This design comes from an exercise in tuning for small area, a short achievable clock period and few clock cycles on the open sky130 flow, not from production work.
Where RTL was checked, it was by simulation tests only, not by an equivalence proof against the original.
Power is estimated from default activity; no workload was simulated.

// icache_ctrl
module icache_ctrl #(
  parameter int unsigned LINES       = 16,
  parameter int unsigned MEM_LATENCY = 1
) (
  input  logic         clk,
  input  logic         reset,
  input  logic         pc_valid,
  input  logic [31:0]  pc,
  input  logic         flush,
  output logic [31:0]  inst,
  output logic         inst_valid,
  output logic         stall,
  output logic [31:0]  mem_address,
  input  logic [127:0] mem_dataline,
  output logic [31:0]  hit_count,
  output logic [31:0]  miss_count
);
For scale: roughly 1,400 cells after synthesis, ~290 I/O pins, roughly 23,000 sq um of cells after synthesis.
export LEC_CHECK = 0
export CAP_MARGIN = 20
export CORE_MARGIN = 2
export CORE_UTILIZATION = 40
export SETUP_SLACK_MARGIN = 2.3
export SLEW_MARGIN = 20
export SYNTH_HIERARCHICAL = 1
create_clock -name core_clock -period 6.0 [get_ports {clk}]
standard.sh (not shown) runs the stock make flow with config.mk's settings and CLKGATE_MAP_FILE= SYNTH_SCRIPT=/design/flow/synth_recipe.tcl, a recipe that flattens the netlist after the stock synthesis.
==> flow/flow/run.sh <==
#!/bin/bash
# Own layout flow: the standard synthesis unchanged, then the standard ORFS
# layout with sizing not tied to cell footprints, minimum-size port buffers,
# and a clock tree of smaller buffers without dummy loads.
set -euo pipefail
cd "$(dirname "$0")/.."
bash standard.sh synth > synth.log 2>&1
bash standard.sh \
  MATCH_CELL_FOOTPRINT=0 \
  "BUFFER_PORTS_ARGS=-buffer_cell sky130_fd_sc_hd__buf_1" \
  "CTS_ARGS=-sink_clustering_enable -repair_clock_nets -dont_use_dummy_load -buf_list sky130_fd_sc_hd__clkbuf_16 -sink_clustering_size 22 -sink_clustering_max_diameter 80" \
  finish > layout.log 2>&1
==> next run, changes <==
Settings changed: SETUP_SLACK_MARGIN 2.3 to 2.5.
Result: Critical path depth climbs by 17. Final area climbs by 6.4%. Via count climbs by 4.5%. Register-to-register slack got worse by 0.22 ns.
No run of this note included a check of the RTL's function; only the layout flow was run.

Another version of the RTL of icache_ctrl (not shown whole).
Size in the first run: about 1,500 cells after synthesis, about 500 flip-flops, roughly 290 I/O pins, ~21,000 sq um of cells after synthesis.
==> flow/config.mk <==
export PLATFORM = sky130hd
export DESIGN_NAME = icache_ctrl
export DESIGN_NICKNAME = icache_ctrl
export VERILOG_FILES = /design/flow/design.v
export SDC_FILE = /design/flow/constraint.sdc
export NUM_CORES = 4
export LEC_CHECK = 0
export CAP_MARGIN = 20
export CORE_MARGIN = 2
export CORE_UTILIZATION = 40
export SETUP_SLACK_MARGIN = 2.3
export SLEW_MARGIN = 20
export SYNTH_HIERARCHICAL = 1
==> flow/constraint.sdc <==
create_clock -name core_clock -period 6.0 [get_ports {clk}]
set_input_delay 1.2000 -clock core_clock [delete_from_list [all_inputs] [get_ports {clk}]]
set_output_delay 1.2000 -clock core_clock [all_outputs]
set_load 0.01 [all_outputs]
==> flow/flow/run.sh <==
#!/bin/bash
# Own layout flow: the standard synthesis unchanged, then the standard ORFS
# layout with sizing not tied to cell footprints, minimum-size port buffers
# (the repair upsizes them where timing needs it), and a clock tree with
# larger sink clusters (fewer leaf buffers) and no dummy loads.
# Each tool's output goes to synth.log and layout.log here; ORFS also keeps
# its per-step logs under orfs/logs.
set -euo pipefail
cd "$(dirname "$0")/.."
bash standard.sh synth > synth.log 2>&1
bash standard.sh \
  MATCH_CELL_FOOTPRINT=0 \
  "BUFFER_PORTS_ARGS=-buffer_cell sky130_fd_sc_hd__buf_1" \
  "CTS_ARGS=-sink_clustering_enable -repair_clock_nets -dont_use_dummy_load -buf_list sky130_fd_sc_hd__clkbuf_16 -sink_clustering_size 26 -sink_clustering_max_diameter 90" \
  finish > layout.log 2>&1
The baseline went through all stages and came out clean.
Testbench counts at the start, summed over its fixed seeds: cycles 37,210.
Rerun with:
==> flow/flow/run.sh (replaced) <==
#!/bin/bash
# Own layout flow: the standard synthesis unchanged, then the standard ORFS
# layout with sizing not tied to cell footprints, minimum-size port buffers,
# and a clock tree of smaller buffers without dummy loads.
set -euo pipefail
cd "$(dirname "$0")/.."
bash standard.sh synth > synth.log 2>&1
bash standard.sh \
  MATCH_CELL_FOOTPRINT=0 \
  "BUFFER_PORTS_ARGS=-buffer_cell sky130_fd_sc_hd__buf_1" \
  "CTS_ARGS=-sink_clustering_enable -repair_clock_nets -dont_use_dummy_load -buf_list sky130_fd_sc_hd__clkbuf_16 -sink_clustering_size 26 -sink_clustering_max_diameter 90" \
  finish > layout.log 2>&1
--- a/flow/config.mk
+++ b/flow/config.mk
@@ -9,5 +9,5 @@
 export CORE_MARGIN = 2
 export CORE_UTILIZATION = 40
-export SETUP_SLACK_MARGIN = 2.3
+export SETUP_SLACK_MARGIN = 2.5
 export SLEW_MARGIN = 20
 export SYNTH_HIERARCHICAL = 1
Effect: The changed run produced a clean layout. Wire length rises by 2.2%. Power rises by 2.0%. Worst setup slack improves by 0.11 ns. Synthesized area stays the same. Critical path depth does not change. Clock-buffer cell count rises by 1.
Rerun with:
--- a/flow/flow/run.sh
+++ b/flow/flow/run.sh
@@ -1,6 +1,9 @@
 #!/bin/bash
 # Own layout flow: the standard synthesis unchanged, then the standard ORFS
-# layout with sizing not tied to cell footprints, minimum-size port buffers,
-# and a clock tree of smaller buffers without dummy loads.
+# layout with sizing not tied to cell footprints, minimum-size port buffers
+# (the repair upsizes them where timing needs it), and a clock tree with
+# larger sink clusters (fewer leaf buffers) and no dummy loads.
+# Each tool's output goes to synth.log and layout.log here; ORFS also keeps
+# its per-step logs under orfs/logs.
 set -euo pipefail
 cd "$(dirname "$0")/.."
--- a/flow/config.mk
+++ b/flow/config.mk
@@ -9,5 +9,5 @@
 export CORE_MARGIN = 2
 export CORE_UTILIZATION = 40
-export SETUP_SLACK_MARGIN = 2.5
+export SETUP_SLACK_MARGIN = 2.2
 export SLEW_MARGIN = 20
 export SYNTH_HIERARCHICAL = 1
Result: Clock skew came out lower by 0.028 ns. Sequential power stays flat. Design area came out lower by a few percent.

-- afterwards: timing with drivers on the ports --
The flow's constraints put no driver on any port. The routed layouts listed below were extracted and timed again, unchanged, in two steps. Step 1: set_driving_cell puts a clkbuf_16 on clk and a buf_2 on each other input, an assumption about the parent block. Step 2 also shifts input and output timing later by t, the mid clock arrival at the registers, as if the neighbouring blocks saw the same clock. a / b / c = no drivers / after step 1 / after step 2; a / b = the first two.
run	shift t [ns]	setup slack, ns	clock arrival spread, ns	worst data-port slew with drivers (ns)
the first run of note 1	0.641	2.296 / 2.273 / 2.230	0.062 / 0.062	0.17
the second run of note 1	0.651	2.312 / 2.259 / 1.642	0.041 / 0.041	0.14
the first run of note 2	0.611	2.326 / 2.305 / 2.305	0.060 / 0.060	0.08
the second run of note 2	0.615	2.440 / 2.368 / 2.368	0.099 / 0.100	0.09
the third run of note 2	0.611	2.226 / 2.206 / 2.206	0.066 / 0.066	0.08
After both steps every run listed still meets setup and hold. For the second run of note 1, which loses most, drivers alone change the setup slack by -0.053 ns; drivers and shift together by -0.670 ns.
